Background: an optimization exercise with open tools, aiming at small area, a short achievable clock period and few clock cycles per item. Do not read the settings as production practice. Only simulation tests tie the RTL to the original design; equivalence was not proved. Power figures rest on the tool's default switching activity, not on a simulated workload.

==> flow/design.v <==
package dqsa_pkg;
  localparam int unsigned DqsaDepth = 128;
  localparam int unsigned DataW = 32;
  typedef enum logic {
    REQ_ENQ = 1'b0,
    REQ_DEQ = 1'b1
  } req_type_e;
  typedef enum logic [1:0] {
    ST_OK        = 2'd0,
    ST_OVERFLOW  = 2'd1,
    ST_UNDERFLOW = 2'd2
  } status_e;
  typedef enum logic {
    S_IDLE = 1'b0,
    S_READ = 1'b1
  } ctrl_state_e;
  typedef struct packed {
    logic accept;     
    logic load_now;   
    logic load_ram;   
  } dqsa_cmd_t;
  typedef struct packed {
    logic deq_hit;    
    logic out_busy;   
  } dqsa_sts_t;
endpackage
module dual_queue_shared_array #(
  parameter int unsigned DEPTH = 128
) (
  input  logic        clk_i,
  input  logic        rst_ni,
  input  logic        s_axis_tvalid,
  output logic        s_axis_tready,
  input  logic [31:0] s_axis_tdata,    
  input  logic [1:0]  s_axis_tuser,    
  output logic        m_axis_tvalid,
  input  logic        m_axis_tready,
  output logic [31:0] m_axis_tdata,    
  output logic [1:0]  m_axis_tuser     
);
  localparam int unsigned D  = 128;
  localparam int unsigned AW = 7;
  logic          rdy;                   
  logic [AW:0]   ext_a_q, ext_b_q;      
  logic [AW-1:0] hd_a_q, hd_b_q;        
  logic          empty_a_q, empty_b_q;  
  logic          last_a_q, last_b_q;    
  logic          full_q;                
  logic [AW:0]   free_q;                
  logic [D-1:0][31:0] mem_q;
  logic take;
  logic enq_ok, enq_a, enq_b, deq_a, deq_b, deq_ok, sel_b, sel_empty;
  logic [1:0] status;
  always_comb begin
    take      = s_axis_tvalid && rdy;
    sel_b     = s_axis_tuser[1];
    sel_empty = sel_b ? empty_b_q : empty_a_q;
    enq_ok    = take && !s_axis_tuser[0] && !full_q;
    enq_a     = enq_ok && !sel_b;
    enq_b     = enq_ok &&  sel_b;
    deq_ok    = s_axis_tuser[0] && !sel_empty;
    deq_a     = take && deq_ok && !sel_b;
    deq_b     = take && deq_ok &&  sel_b;
    if (s_axis_tuser[0]) status = sel_empty ? 2'd2 : 2'd0;
    else                 status = full_q    ? 2'd1 : 2'd0;
  end
  logic [AW:0]   ext_a_d, ext_b_d, free_d;
  logic [AW-1:0] hd_a_d, hd_b_d;
  logic          empty_a_d, empty_b_d, last_a_d, last_b_d, full_d;
  always_comb begin
    ext_a_d   = ext_a_q;
    hd_a_d    = hd_a_q;
    empty_a_d = empty_a_q;
    last_a_d  = last_a_q;
    ext_b_d   = ext_b_q;
    hd_b_d    = hd_b_q;
    empty_b_d = empty_b_q;
    last_b_d  = last_b_q;
    free_d    = free_q;
    full_d    = full_q;
    if (enq_a) begin
      ext_a_d   = ext_a_q + 1'b1;
      empty_a_d = 1'b0;
      last_a_d  = empty_a_q;
      free_d    = free_q - 1'b1;
      full_d    = (free_q == (AW+1)'(1));
    end
    if (enq_b) begin
      ext_b_d   = ext_b_q + 1'b1;
      empty_b_d = 1'b0;
      last_b_d  = empty_b_q;
      free_d    = free_q - 1'b1;
      full_d    = (free_q == (AW+1)'(1));
    end
    if (deq_a) begin
      if (last_a_q) begin
        ext_a_d   = '0;
        hd_a_d    = '0;
        empty_a_d = 1'b1;
        last_a_d  = 1'b0;
        free_d    = free_q + ext_a_q;
        full_d    = 1'b0;
      end else begin
        hd_a_d    = hd_a_q + 1'b1;
        last_a_d  = ({1'b0, hd_a_q} + (AW+1)'(2) == ext_a_q);
      end
    end
    if (deq_b) begin
      if (last_b_q) begin
        ext_b_d   = '0;
        hd_b_d    = '0;
        empty_b_d = 1'b1;
        last_b_d  = 1'b0;
        free_d    = free_q + ext_b_q;
        full_d    = 1'b0;
      end else begin
        hd_b_d    = hd_b_q + 1'b1;
        last_b_d  = ({1'b0, hd_b_q} + (AW+1)'(2) == ext_b_q);
      end
    end
  end
  always_ff @(posedge clk_i or negedge rst_ni) begin
    if (!rst_ni) begin
      ext_a_q   <= '0;
      hd_a_q    <= '0;
      empty_a_q <= 1'b1;
      last_a_q  <= 1'b0;
      ext_b_q   <= '0;
      hd_b_q    <= '0;
      empty_b_q <= 1'b1;
      last_b_q  <= 1'b0;
      free_q    <= (AW+1)'(D);
      full_q    <= 1'b0;
    end else begin
      ext_a_q   <= ext_a_d;
      hd_a_q    <= hd_a_d;
      empty_a_q <= empty_a_d;
      last_a_q  <= last_a_d;
      ext_b_q   <= ext_b_d;
      hd_b_q    <= hd_b_d;
      empty_b_q <= empty_b_d;
      last_b_q  <= last_b_d;
      free_q    <= free_d;
      full_q    <= full_d;
    end
  end
  logic [AW-1:0] raddr;
  logic [D-1:0]  rsel_d;
  assign raddr = sel_b ? ~hd_b_q : hd_a_q;
  always_comb begin
    for (int i = 0; i < D; i++) rsel_d[i] = deq_ok && (raddr == AW'(i));
  end
  logic [AW-1:0] waddr;
  logic [D-1:0]  wen_q;
  logic [31:0]   wdata_q;
  assign waddr = sel_b ? ~ext_b_q[AW-1:0] : ext_a_q[AW-1:0];
  always_ff @(posedge clk_i) begin
    for (int i = 0; i < D; i++) wen_q[i] <= enq_ok && (waddr == AW'(i));
    wdata_q <= s_axis_tdata;
  end
  always_ff @(posedge clk_i) begin
    for (int i = 0; i < D; i++) begin
      if (wen_q[i]) mem_q[i] <= wdata_q;
    end
  end
  localparam int unsigned G  = 4;         
  localparam int unsigned GW = D / G;     
  logic         v1_q;
  logic [1:0]   st1_q;
  logic [D-1:0] rsel_q;
  always_ff @(posedge clk_i) begin
    rsel_q <= rsel_d;
    st1_q  <= status;
  end
  logic [G-1:0][31:0] part;
  always_comb begin
    for (int g = 0; g < G; g++) begin
      part[g] = '0;
      for (int k = 0; k < GW; k++) begin
        part[g] = part[g] | (mem_q[g*GW+k] & {32{rsel_q[g*GW+k]}});
      end
    end
  end
  logic               v2_q;
  logic [1:0]         st2_q;
  logic [G-1:0][31:0] part_q;
  always_ff @(posedge clk_i) begin
    part_q <= part;
    st2_q  <= st1_q;
  end
  logic [31:0] rdata;
  always_comb begin
    rdata = '0;
    for (int g = 0; g < G; g++) rdata = rdata | part_q[g];
  end
  logic [33:0] res;
  assign res = {st2_q, rdata};
  localparam int unsigned K = 4;
  logic [33:0]  e0_q;
  logic [33:0]  e_q [1:K-1];
  logic [2:0]   cnt_q;
  logic         ov;                 
  logic         pop;
  logic [2:0]   cnt_d;
  logic alive_q;
  assign rdy   = alive_q && ({1'b0, cnt_q} + {3'b0, v1_q} + {3'b0, v2_q}) <= 4'(K - 1);
  assign ov    = cnt_q != '0;
  assign pop   = ov && m_axis_tready;
  assign cnt_d = cnt_q - {2'b0, pop} + {2'b0, v2_q};
  always_ff @(posedge clk_i or negedge rst_ni) begin
    if (!rst_ni) begin
      alive_q <= 1'b0;
      v1_q  <= 1'b0;
      v2_q  <= 1'b0;
      cnt_q <= '0;
    end else begin
      alive_q <= 1'b1;
      v1_q  <= take;
      v2_q  <= v1_q;
      cnt_q <= cnt_d;
    end
  end
  logic [33:0] e0s_q;
  always_ff @(posedge clk_i) begin
    if (!ov || m_axis_tready) e0s_q <= (cnt_q < 3'd2) ? res : e_q[1];
  end
  always_ff @(posedge clk_i or negedge rst_ni) begin
    if (!rst_ni) begin
      e0_q <= '0;
    end else begin
      e0_q <= (ov && !m_axis_tready) ? e0s_q :
              (cnt_q >= 3'd2)        ? e_q[1] : res;
    end
  end
  always_ff @(posedge clk_i) begin
    for (int j = 1; j < K; j++) begin
      if (pop && cnt_q >= 3'(j + 2)) begin
        e_q[j] <= e_q[j+1 < K ? j+1 : j];
      end else if ((pop && cnt_q == 3'(j + 1)) || (!pop && cnt_q <= 3'(j))) begin
        e_q[j] <= res;
      end
    end
  end
  logic tready_q, tvalid_q;
  always_ff @(posedge clk_i or negedge rst_ni) begin
    if (!rst_ni) begin
      tready_q <= 1'b0;
      tvalid_q <= 1'b0;
    end else begin
      tready_q <= ({1'b0, cnt_d} + {3'b0, v1_q} + {3'b0, take}) <= 4'(K - 1);
      tvalid_q <= cnt_d != '0;
    end
  end
  assign s_axis_tready = tready_q;
  assign m_axis_tvalid = tvalid_q;
  assign m_axis_tuser  = e0_q[33:32];
  assign m_axis_tdata  = e0_q[31:0];
endmodule
Settings: LEC_CHECK=0, ABC_CLOCK_PERIOD_IN_PS=2700, CAP_MARGIN=20, CORE_MARGIN=2, CORE_UTILIZATION=60, CTS_CLUSTER_DIAMETER=90, CTS_CLUSTER_SIZE=27, PLACE_DENSITY=0.68, SETUP_SLACK_MARGIN=3.6, SLEW_MARGIN=20, TNS_END_PERCENT=20; clock period 6.0 ns.
standard.sh (not shown) runs the stock make flow with config.mk's settings and CLKGATE_MAP_FILE= SYNTH_SCRIPT=/design/flow/synth_recipe.tcl, a recipe that flattens the netlist after the stock synthesis.
==> flow/flow/run.sh <==
#!/bin/bash
set -euo pipefail
bash standard.sh finish \
  "BUFFER_PORTS_ARGS=-buffer_cell sky130_fd_sc_hd__buf_2" \
  "POST_GLOBAL_PLACE_TCL=$PWD/flow/move_out.tcl" > flow_make.log 2>&1
==> flow/flow/move_out.tcl <==
# Place the flip-flop that drives each output port's buffer on top of that
# buffer; detailed placement then legalizes it next to the buffer.
set block [ord::get_db_block]
set moved 0
foreach bterm [$block getBTerms] {
  if {[$bterm getIoType] != "OUTPUT"} { continue }
  set net [$bterm getNet]
  if {$net == "NULL"} { continue }
  set buf ""
  foreach it [$net getITerms] {
    if {[$it isOutputSignal]} { set buf [$it getInst] }
  }
  if {$buf == ""} { continue }
  set innet ""
  foreach it [$buf getITerms] {
    if {[$it isInputSignal]} { set innet [$it getNet] }
  }
  if {$innet == "" || $innet == "NULL"} { continue }
  set ff ""
  foreach it [$innet getITerms] {
    if {[$it isOutputSignal]} { set ff [$it getInst] }
  }
  if {$ff == ""} { continue }
  if {![[$ff getMaster] isSequential]} { continue }
  set loc [$buf getLocation]
  $ff setLocation [lindex $loc 0] [lindex $loc 1]
  incr moved
}
puts "move_out: placed $moved output flip-flops at their port buffers"
Testbench counts at the start, summed over its fixed seeds: cycles 24,024, items 24,000.
Next try:
- CORE_UTILIZATION: 60 -> 56
- PLACE_DENSITY: 0.68 -> 0.64
- SETUP_SLACK_MARGIN: 3.6 -> 3.7
- TNS_END_PERCENT: 20 -> 30
The new run finished with timing, DRC and antenna clean.
Core utilization decreases by 4.0 points.
Power increases by 0.79%.
Global-route usage decreases by 2.1 points.
Cell count increases by 2.7%.
Routed wire length increases by 2.1%.
Register-to-register slack improves by 0.03 ns.
Combinational power increases by 9.0%.
Worst setup slack improves by 0.012 ns.
Final area increases by 0.65%.
Sequential cell count stays the same.

port drivers added, routing unchanged:
No port has a modelled driver above. Below, the same layouts with a new extraction and two added sets of constraints. Step 1: set_driving_cell puts a clkbuf_16 on clk_i and a buf_2 on each other input, an assumption about the parent block. Step 2, shift: input delay + t, output delay - t, t = (earliest + latest rising clock arrival at the registers) / 2. This alone moves slack from input paths to output paths. a / b / c = ideal ports / drivers / drivers and shift; a / b = the first two.
run | t (ns) | setup slack, ns | clock arrival spread, ns | slew at the worst register clock pin (ns)
the first run | 1.036 | 3.326 / 3.222 / 2.710 | 0.078 / 0.078 | 0.11 / 0.11
the second run | 1.027 | 3.338 / 3.221 / 2.720 | 0.086 / 0.086 | 0.11 / 0.11
After both steps every run listed still meets setup and hold. For the second run, which loses most, drivers alone change the setup slack by -0.117 ns; drivers and shift together by -0.618 ns.
